From an optimization exercise on the open Yosys and OpenROAD flow, aimed at small area; shortcuts taken in it are not production practice.
Function was checked by simulation only, so behaviour that the tests miss may differ from the original.
Power figures rest on the tool's default switching activity, not on a simulated workload.

--- flow/run.sh ---
#!/bin/bash
# synth_recipe.tcl (not shown) runs the flow's synth.tcl, then flattens the netlist and writes it again
# the make line also repeats each setting of config.mk as NAME=value (left out here)
make -C /OpenROAD-flow-scripts/flow DESIGN_CONFIG=/design/flow/config.mk WORK_HOME=/design/flow/orfs CLKGATE_MAP_FILE= SYNTH_SCRIPT=/design/flow/synth_recipe.tcl finish
--- flow/config.mk ---
export PLATFORM = sky130hd
export DESIGN_NAME = chess_top
export DESIGN_NICKNAME = chess_top
export VERILOG_FILES = /design/flow/design.v
export SDC_FILE = /design/flow/constraint.sdc
export NUM_CORES = 4
export LEC_CHECK = 0
export CAP_MARGIN = 20
export CORE_MARGIN = 2
export CORE_UTILIZATION = 40
export SLEW_MARGIN = 20
--- flow/constraint.sdc ---
create_clock -name core_clock -period 5.0 [get_ports {clk}]
set_input_delay 1.0000 -clock core_clock [delete_from_list [all_inputs] [get_ports {clk}]]
set_output_delay 1.0000 -clock core_clock [all_outputs]
set_load 0.01 [all_outputs]
--- flow/design.v ---
`default_nettype none
module button_conditioner #(
    parameter int DEBOUNCE_CYCLES = 4
) (
    input  logic       clk,
    input  logic       rst,
    input  logic [4:0] buttons,
    output logic [4:0] presses
);
    localparam int NUM_BUTTONS = 5;
    localparam int CNT_W = $clog2(DEBOUNCE_CYCLES + 1);
    logic [NUM_BUTTONS-1:0]       raw;
    logic [NUM_BUTTONS-1:0]       level;
    logic [NUM_BUTTONS-1:0]       level_q;
    logic [NUM_BUTTONS*CNT_W-1:0] count;
    assign raw = buttons;
    always_ff @(posedge clk) begin
        if (rst) begin
            level <= '0;
            count <= '0;
        end else begin
            for (int i = 0; i < NUM_BUTTONS; i++) begin
                if (raw[i] == level[i]) begin
                    count[i*CNT_W +: CNT_W] <= '0;
                end else if (count[i*CNT_W +: CNT_W] == CNT_W'(DEBOUNCE_CYCLES - 1)) begin
                    level[i] <= raw[i];
                    count[i*CNT_W +: CNT_W] <= '0;
                end else begin
                    count[i*CNT_W +: CNT_W] <= count[i*CNT_W +: CNT_W] + CNT_W'(1);
                end
            end
        end
    end
    always_ff @(posedge clk) begin
        if (rst) begin
            level_q <= '0;
            presses <= '0;
        end else begin
            level_q <= level;
            presses <= level & ~level_q;
        end
    end
endmodule
`default_nettype wire
`default_nettype none
module board_state (
    input  logic         clk,
    input  logic         rst,
    input  logic [12:0]  move_cmd,
    output logic [255:0] board
);
    localparam logic [255:0] START_BOARD =
        256'h43265234111111110000000000000000000000000000000099999999cbaedabc;
    localparam logic [3:0] EMPTY_SQUARE = 4'b0000;
    logic       mv_valid;
    logic [5:0] mv_from;
    logic [5:0] mv_to;
    logic [255:0] next_board;
    assign mv_valid = move_cmd[12];
    assign mv_from  = move_cmd[11:6];
    assign mv_to    = move_cmd[5:0];
    always_comb begin
        next_board = board;
        if (mv_valid) begin
            next_board[mv_to*4 +: 4]   = board[mv_from*4 +: 4];
            next_board[mv_from*4 +: 4] = EMPTY_SQUARE;
        end
    end
    always_ff @(posedge clk) begin
        if (rst) begin
            board <= START_BOARD;
        end else begin
            board <= next_board;
        end
    end
endmodule
`default_nettype wire
`default_nettype none
module move_controller (
    input  logic         clk,
    input  logic         rst,
    input  logic [4:0]   presses,
    input  logic [255:0] board,
    output logic [5:0]   cursor,
    output logic [6:0]   selection,
    output logic         turn,
    output logic [12:0]  move_cmd
);
    localparam logic       PICK_PIECE   = 1'b0;
    localparam logic       PICK_TARGET  = 1'b1;
    localparam logic       WHITE        = 1'b0;
    localparam logic       BLACK        = 1'b1;
    localparam logic [5:0] CURSOR_START = 6'd52;
    logic       press_left, press_right, press_up, press_down, press_center;
    logic       state;
    logic [2:0] row;
    logic [2:0] col;
    logic [3:0] under_cursor;
    logic       cursor_owned;
    assign {press_left, press_right, press_up, press_down, press_center} = presses;
    assign row = cursor[5:3];
    assign col = cursor[2:0];
    assign under_cursor = board[cursor*4 +: 4];
    assign cursor_owned = (under_cursor[2:0] != 3'd0) && (under_cursor[3] == turn);
    always_ff @(posedge clk) begin
        if (rst) begin
            cursor <= CURSOR_START;
        end else if (press_left) begin
            if (col != 3'd0) begin
                cursor <= cursor - 6'd1;
            end
        end else if (press_right) begin
            if (col != 3'd7) begin
                cursor <= cursor + 6'd1;
            end
        end else if (press_up) begin
            if (row != 3'd0) begin
                cursor <= cursor - 6'd8;
            end
        end else if (press_down) begin
            if (row != 3'd7) begin
                cursor <= cursor + 6'd8;
            end
        end
    end
    always_ff @(posedge clk) begin
        if (rst) begin
            state     <= PICK_PIECE;
            selection <= '0;
            turn      <= WHITE;
            move_cmd  <= '0;
        end else begin
            move_cmd[12] <= 1'b0;
            if (press_center) begin
                case (state)
                    PICK_PIECE: begin
                        if (cursor_owned) begin
                            selection <= {1'b1, cursor};
                            state     <= PICK_TARGET;
                        end
                    end
                    PICK_TARGET: begin
                        if (cursor == selection[5:0]) begin
                            selection <= '0;
                            state     <= PICK_PIECE;
                        end else if (cursor_owned) begin
                            selection[5:0] <= cursor;
                        end else begin
                            move_cmd  <= {1'b1, selection[5:0], cursor};
                            turn      <= (turn == WHITE) ? BLACK : WHITE;
                            selection <= '0;
                            state     <= PICK_PIECE;
                        end
                    end
                    default: begin
                        state <= PICK_PIECE;
                    end
                endcase
            end
        end
    end
endmodule
`default_nettype wire
`default_nettype none
module chess_top #(
    parameter int DEBOUNCE_CYCLES = 4
) (
    input  logic         clk,
    input  logic         rst,
    input  logic [4:0]   buttons,
    output logic [255:0] board,
    output logic [5:0]   cursor,
    output logic [6:0]   selection,
    output logic         turn
);
    logic [4:0]  presses;
    logic [12:0] move_cmd;
    button_conditioner #(
        .DEBOUNCE_CYCLES(DEBOUNCE_CYCLES)
    ) button_conditioner_inst (
        .clk    (clk),
        .rst    (rst),
        .buttons(buttons),
        .presses(presses)
    );
    move_controller move_controller_inst (
        .clk      (clk),
        .rst      (rst),
        .presses  (presses),
        .board    (board),
        .cursor   (cursor),
        .selection(selection),
        .turn     (turn),
        .move_cmd (move_cmd)
    );
    board_state board_state_inst (
        .clk     (clk),
        .rst     (rst),
        .move_cmd(move_cmd),
        .board   (board)
    );
endmodule
`default_nettype wire
==> impl_metrics.py <==
metrics = {
    "yosys": {
        "yosysSeqAreaShare": 0.386,
        "synth_seq_cells": 314,
        "synth_area_sq_um": 16300,
        "yosys_warnings": 3,
        "synth_flop_cell": "dfxtp_1",
        "syn_inst": 1726,
        "yosysUniqueCellTypes": 63,
        "syn_area_per_cell_sq_um": 9.44,
        "syn_nets": 1752,
        "synth_edf_count": 0,
        "synthArstFlopShare": 0,
    },
    "clock_network": {
        "ctsHoldBuffers": 0,
        "worstSkewPairLatency_ns": 0.54,
        "cts_root_buf": "clkbuf_16",
        "cts_setup_buffers": 0,
        "cts_buffers": 36,
        "cts_buffer_depth": 3,
        "cts_htree_levels": 2,
        "cts_resized": 0,
        "cts_tree": "done",
        "path_clk_slew_ns": 0.06,
        "clkSinkCount": 314,
    },
    "setup_path": {
        "path_class": "flop to flop",
        "crit_arrival_ns": 4.36,
        "critPathMostFrequentCell": "mux4_2",
        "cp_max_fo": 64,
        "startpoint_type": "flop",
        "crit_required_ns": 5.37,
        "crit_path_top_delay_cell": "mux4_4",
        "worstSetupEndpointType": "flop",
        "critical-path-max-stage-delay_ns": 1.07,
        "crit_chain": "buf_4, mux4_2, mux4_2, mux4_4, a22oi_1, nor2_1",
    },
    "run": {
        "maxCapViolCount": 0,
    },
    "floorplanning": {
        "core_area_sq_um": 40000,
        "io_pins": 277,
        "die_h_um": 206,
        "start_util": 0.407,
        "design.die.area_sq_um": 42400,
        "std_cell_rows": 73,
        "die_x_um": 206,
    },
    "sta": {
        "worst_slew_pin_slew_ns": 1.10,
        "rsz0062_at_grt": "false",
        "slew_violations": 0,
        "setup_violations": 0,
        "period_share": 0.797,
        "fmax_ghz": 0.251,
        "relSlewSlack": 0.270,
        "fin_setup_tns_ns": 0,
        "fin_skew_ns": 0.0230,
        "hold_violations": 0,
        "fin_crit_ns": 3.98,
    },
    "global_routing": {
        "grt_pass1_wl_um": 99500,
        "antenna_found_initial": 2,
        "grt_pass1_vias": 14659,
        "overflow": 0,
        "grtUsageTotal": 0.316,
        "grt_max_degree": 156,
    },
    "pwr": {
        "clkPwrFrac": 0.492,
        "intPower_mw": 4.05,
        "p_leak_nw": 6.36,
        "p_sw_mw": 1.18,
        "powerDensity_nw_per_um2": 256,
        "peakVddDrop_uv": 144,
        "p_comb_frac": 0.027,
        "seqPwrFrac": 0.480,
        "swShare": 0.226,
    },
    "routing": {
        "drt_first_pass_iters": 6,
        "drc_errors": 0,
        "drt_iter0_markers": 2062,
        "wirelength_um": 67600,
        "wire_per_inst_um": 27.4,
        "via_per_inst": 6.47,
        "antenna_left": 0,
        "vias": 15988,
    },
    "place": {
        "io_buffers": 276,
        "dp_cells": 2407,
        "gp_congestion": 0.968,
        "placed_area_sq_um": 19300,
        "dp_hpwl_um": 47800,
    },
    "finish": {
        "final_cell_mix": "nor2_1 (334), dfxtp_1 (310), clkdlybuf4s50_1 (275)",
        "diodes": 0,
        "final_common_cell": "nor2_1",
        "drive_gt1_frac": 0.108,
        "syn2layout_area_growth_pct": 25.5,
        "design_area_sq_um": 20400,
        "stdcell_count": 2471,
        "layout.nets": 1946,
        "postLayoutCoreUtil": 0.511,
    },
    "worst_hold_path": {
        "hold_path_class": "flop to flop",
    },
    "outcome": {
        "outcome": "no timing/DRC/antenna violations",
    },
}
-- final timing paths --
path              depth (start not counted)  slack, ns                            endpoint                          startpoint
setup / recovery                          6       1.02         board_state_inst.board[181]    move_controller_inst.move_cmd[7]
hold / removal                            1       0.38  button_conditioner_inst.presses[1]  button_conditioner_inst.level_q[1]
setup reg to reg                          6       1.02         board_state_inst.board[181]    move_controller_inst.move_cmd[7]
hold reg to reg                           1       0.38  button_conditioner_inst.presses[1]  button_conditioner_inst.level_q[1]
-- critical path: cells and delay by family, from the launching register on --
| kind | cells | cell delay (ns) |
|---|---|---|
| simple gates | 1 | 0.06 |
| mux | 3 | 2.09 |
| compound gates | 1 | 0.37 |
| flops | 1 | 0.78 |
| buf+inv | 1 | 0.41 |
-- sequential cells by signal, summed over array words and instances (netlist names) --
| name | cells |
|---|---|
| move_controller_inst.selection | 7 |
| move_controller_inst.turn | 1 |
| move_controller_inst.state | 1 |
| move_controller_inst.cursor | 6 |
| button_conditioner_inst.presses | 5 |
| move_controller_inst.move_cmd | 13 |
| button_conditioner_inst.level_q | 5 |
| board_state_inst.board | 256 |
| button_conditioner_inst.level | 5 |
| button_conditioner_inst.count | 15 |
-- Yosys cell counts, drive strengths merged, types with 8 or more instances --
library cell  count  area share
nor3            113       0.035
buf              55       0.020
a21oi            18      0.0055
mux2i            22       0.014
xnor2            14      0.0075
nand2            32      0.0074
nand3            13      0.0040
mux4            105        0.15
a221o            50       0.031
nand4            10      0.0038
clkbuf           89       0.021
ha               18       0.014
nor2b            16      0.0061
dfxtp           314        0.39
a22oi           200       0.092
o21ai            76       0.023
a211oi           39       0.019
or3               8      0.0031
inv              33      0.0076
nor4             25      0.0096
o32ai             8      0.0043
nor2            334       0.077
mux2             11      0.0076
nand2b           31       0.012
nand4b            8      0.0043
xor2              8      0.0043
-- cell families (layout without fill, tap and decap cells) --
logic type	after synthesis	count (layout)	synth area share
flip-flops	314	314	0.386
AO/OA/AOI/OAI	428	428	0.193
AND/OR/NAND/NOR	627	627	0.180
buffers and inverters	178	398	0.0484
XOR/XNOR	22	22	0.0118
multiplexers	138	138	0.166
adder cells (fa/ha/maj)	19	19	0.0151
-- per-stage QoR --
stage | total power, mW | setup WS, ns | hold WS, ns
floorplan | 2.66 | 2.14 | 0.367
global placement | 2.71 | 1.09 | 0.373
detailed placement | 2.71 | 1.08 | 0.376
CTS | 5.25 | 1.07 | 0.384
global route | 5.37 | 0.921 | 0.397
finish | 5.23 | 1.02 | 0.382
-- cell type report --
class,instances,area (sq um)
clock inverters,10,62.6
well taps,525,657
inverters,34,128
flip-flops and latches,314,6290
multi-input cells,1234,9230
fillers,3713,19600
repair buffers,300,3000
clock buffers,54,1080
-- per-layer routing --
metal / global-route usage / share of wire / wire length [um]
met3: 0.0641 / 0.11 / 7510
met5: 0 / 0.00018 / 12
met1: 0.431 / 0.40 / 26900
met4: 0.119 / 0.038 / 2590
met2: 0.493 / 0.45 / 30600
-- power by group through the flow --
| stage | clock (mW) | combinational, mW | sequential, mW |
|---|---|---|---|
| floorplan | 0 | 0.0950 | 2.57 |
| global route | 2.71 | 0.151 | 2.51 |
| global placement | 0 | 0.138 | 2.57 |
| CTS | 2.60 | 0.140 | 2.51 |
| finish | 2.58 | 0.142 | 2.51 |
| detailed placement | 0 | 0.140 | 2.57 |

-- port drivers added, routing unchanged --
The results above use ideal ports. As a check the final layout listed here was re-extracted and re-timed, cells and wires unchanged. Step 1 assumes that a clkbuf_16 drives the clock port and a buf_2 every other input. Step 2 also shifts input and output timing later by t, the mid clock arrival at the registers, as if the neighbouring blocks saw the same clock. a / b / c = ideal / step 1 / step 2; a / b = the first two.
shift t [ns]: 0.591
slack for setup (ns): 1.015 / 1.015 / 1.015
worst setup path after step 2: register to register
After both steps setup and hold are still met in this run. For this run, drivers alone change the setup slack by 0.000 ns; drivers and shift together by 0.000 ns.
